This is an optimization exercise on Yosys and OpenROAD, whose aim is small area, not a production implementation. In this exercise RTL edits were held to simulation tests only and were not proved equivalent to the original. Power and IR drop assume default switching activity.

## rope_step_scheduler
module rope_step_scheduler #(
   parameter int CORES          = 4,
   parameter int NODES_PER_CORE = 5,
   parameter int RELAX_PASSES   = 3,
   parameter int TIMEOUT        = 1023
) (
   input  logic                                        clk,
   input  logic                                        reset,
   input  logic                                        frame_start,
   input  logic [9:0]                                  in_mouse_x,
   input  logic [9:0]                                  in_mouse_y,
   input  logic [CORES-1:0]                            core_done,
   input  logic [CORES*NODES_PER_CORE*10-1:0]          nodes_x,
   input  logic [CORES*NODES_PER_CORE*10-1:0]          nodes_y,
   output logic                                        core_step,
   output logic                                        core_phase,
   output logic [31:0]                                 mouse_x,
   output logic [31:0]                                 mouse_y,
   input  logic [$clog2(CORES*NODES_PER_CORE)-1:0]     rd_idx,
   output logic [9:0]                                  rd_x,
   output logic [9:0]                                  rd_y,
   output logic                                        busy,
   output logic                                        frame_ready,
   output logic [7:0]                                  overrun_cnt,
   output logic                                        timeout_err
);
Size in the first run: about 1900 cells after synthesis, about 860 flip-flops, roughly 530 I/O pins, ~0.026 mm^2 of cells after synthesis.
Settings: LEC_CHECK=0, CAP_MARGIN=0, CORE_MARGIN=2, CORE_UTILIZATION=55, PLACE_DENSITY=0.85, SLEW_MARGIN=0, SYNTH_HIERARCHICAL=1; clock period 7.0 ns.
standard.sh (not shown) runs the stock make flow with config.mk's settings and CLKGATE_MAP_FILE= SYNTH_SCRIPT=/design/flow/synth_recipe.tcl, a recipe that flattens the netlist after the stock synthesis.
==> flow/flow/run.sh <==
#!/bin/bash
# The standard ORFS layout (standard.sh, unchanged synthesis), with two
# changes: each port gets the smallest buffer, and the clock tree is built
# from small clkbuf_4 cells over smaller sink clusters, without dummy loads.
# make's output goes to make_finish.log; ORFS keeps each step's log under orfs/logs/.
set -euo pipefail
export BUFFER_PORTS_ARGS="-buffer_cell sky130_fd_sc_hd__buf_1"
export CTS_ARGS="-sink_clustering_enable -repair_clock_nets -dont_use_dummy_load -buf_list sky130_fd_sc_hd__clkbuf_4 -sink_clustering_size 10 -sink_clustering_max_diameter 40"
bash standard.sh > make_finish.log 2>&1
Rerun with:
--- a/flow/design.v
+++ b/flow/design.v
@@ -29,44 +29,41 @@
    localparam int STEP_W = $clog2(RELAX_PASSES + 1);
    localparam logic [9:0] TMR_SEED = 10'd77;
    localparam logic [9:0] TMR_LAST = 10'd550;
    localparam logic [5*N-1:0] CPY_CODE = {
       5'd23, 5'd11, 5'd5,  5'd18, 5'd25, 5'd28, 5'd14, 5'd7,  5'd3,  5'd1,
       5'd16, 5'd8,  5'd4,  5'd2,  5'd17, 5'd24, 5'd12, 5'd22, 5'd27, 5'd13
    };
    typedef enum logic [2:0] {
-      S_IDLE = 3'd0, S_POST = 3'd1, S_LATCH = 3'd2, S_ISSUE = 3'd3,
-      S_WAIT = 3'd4, S_COPY = 3'd5, S_SWAP = 3'd6
+      S_IDLE, S_LATCH, S_ISSUE, S_WAIT, S_COPY, S_SWAP
    } state_t;
    state_t                  state_q, state_d;
    logic [STEP_W-1:0]       step_q, step_d;    
    logic [CORES-1:0]        done_seen_q;
    logic [9:0]              timer_q;
    logic [1:0][N-1:0][19:0] ring_q;            
    logic                    front_q;           
    logic [IDX_W-1:0]        ofs_q;             
    logic                    valid_q;           
    logic [IDX_W-1:0]        rd_pos_q;          
    logic [19:0]             mouse_q;
-   logic                    frame_ready_q, idle;
+   logic                    frame_ready_q;
    logic [7:0]              overrun_cnt_q;
    logic                    timeout_err_q;
    logic all_done, tmr_last, cpy_last, tmr_run;
-   assign idle          = (state_q == S_IDLE) || (state_q == S_POST);
-   assign frame_ready_q = (state_q == S_POST);
    assign all_done = &(done_seen_q | core_done);
    assign tmr_last = (timer_q == TMR_LAST);
    assign cpy_last = (timer_q[4:0] == CPY_CODE[5*(N-1) +: 5]);
    assign tmr_run  = (state_q == S_WAIT && !all_done) || state_q == S_COPY;
    always_comb begin
       state_d = state_q;
       step_d  = step_q;
       case (state_q)
-         S_IDLE, S_POST: state_d = frame_start ? S_LATCH : S_IDLE;
+         S_IDLE:  if (frame_start) state_d = S_LATCH;
          S_LATCH: begin
             step_d  = '0;
             state_d = S_ISSUE;
          end
          S_ISSUE: state_d = S_WAIT;
          S_WAIT: begin
             if (all_done) begin
                if (step_q == STEP_W'(RELAX_PASSES)) begin
@@ -75,17 +72,17 @@
                   step_d  = step_q + STEP_W'(1);
                   state_d = S_ISSUE;
                end
             end else if (tmr_last) begin
                state_d = S_IDLE;
             end
          end
          S_COPY:  if (cpy_last) state_d = S_SWAP;
-         S_SWAP:  state_d = S_POST;
+         S_SWAP:  state_d = S_IDLE;
          default: state_d = S_IDLE;
       endcase
    end
    logic [N-1:0]         cpy_sel;
    logic [2*N-1:0]       rd_sel;
    logic [N-1:0][19:0]   nodes_xy;
    logic [2*N-1:0][19:0] ring_flat;
    logic [19:0]          line_in, rd_val;
@@ -141,27 +138,29 @@
    rope_ao22 #(.W(20)) u_mouse_in (.a({in_mouse_y, in_mouse_x}), .sa(latch), .b(mouse_q), .sb(latch_n), .y(mouse_d));
    always_ff @(posedge clk or posedge reset) begin
       if (reset) begin
          state_q       <= S_IDLE;
          step_q        <= '0;
          valid_q       <= 1'b0;
          front_q       <= 1'b0;
          mouse_q       <= '0;
+         frame_ready_q <= 1'b0;
          overrun_cnt_q <= '0;
          timeout_err_q <= 1'b0;
       end else begin
          state_q       <= state_d;
          step_q        <= step_d;
          if (frame_ready_q) begin
             valid_q <= 1'b1;
             front_q <= !front_q;
          end
          mouse_q       <= mouse_d;
-         if (frame_start && !idle && (overrun_cnt_q != 8'hFF))
+         frame_ready_q <= (state_q == S_SWAP);
+         if (frame_start && (state_q != S_IDLE) && (overrun_cnt_q != 8'hFF))
             overrun_cnt_q <= overrun_cnt_q + 8'd1;
          if (state_q == S_WAIT && !all_done && tmr_last)
             timeout_err_q <= 1'b1;
       end
    end
    always_ff @(posedge clk) begin
       done_seen_q <= (state_q == S_ISSUE) ? '0 : (done_seen_q | core_done);
       timer_q     <= tmr_run ? {timer_q[8:0], timer_q[9] ^ timer_q[6]} : TMR_SEED;
@@ -174,17 +173,17 @@
       end
    end
    assign core_step   = (state_q == S_ISSUE);
    assign core_phase  = (step_q != '0);
    assign mouse_x     = {10'b0, mouse_q[9:0], 12'b0};
    assign mouse_y     = {10'b0, mouse_q[19:10], 12'b0};
    assign rd_x        = rd_val[9:0];
    assign rd_y        = rd_val[19:10];
-   assign busy        = !idle;
+   assign busy        = (state_q != S_IDLE);
    assign frame_ready = frame_ready_q;
    assign overrun_cnt = overrun_cnt_q;
    assign timeout_err = timeout_err_q;
 endmodule
 module rope_sel_or #(
    parameter int W = 20,
    parameter int K = 20
 ) (
The new run passed the timing, design-rule and antenna checks.
Utilization hardly moves.
Global-route usage rises by 0.42 points.
Combinational power rises by 15%.
Fmax falls by 3.5%.
Final area barely changes.
Via count rises by 1.6%.
Non-clock buffer count falls by 19.
Final cell count hardly moves.
Power falls by 4.1%.
Sequential cell count rises by 1.
Clock skew rises by 23 ps.
Clock-buffer cell count rises by 3.
Clock power rises by about 2%.

[separate check: timing with driven ports]
The results above use ideal ports. As a check the final layouts listed here were re-extracted and re-timed, cells and wires unchanged.
Step 1 sets driving cells, clkbuf_16 on the clock port and buf_2 on the other inputs (assumed; they add their load-dependent delay and slew).
Step 2 times the ports against the registers' clock, not the clock port: input delays grow and output delays shrink by t, the midpoint of the rising clock arrivals with the driver on.
a / b / c = ideal / step 1 / step 2; a / b = the first two.
run	shift t [ns]	setup slack, ns	worst slew at a driven data input, ns	cell pins on the clock port's net
the first run	0.851	1.784 / 1.721 / 2.435	0.20	1
the second run	0.878	1.594 / 1.537 / 2.415	0.20	1
After both steps setup and hold are still met in every run listed.
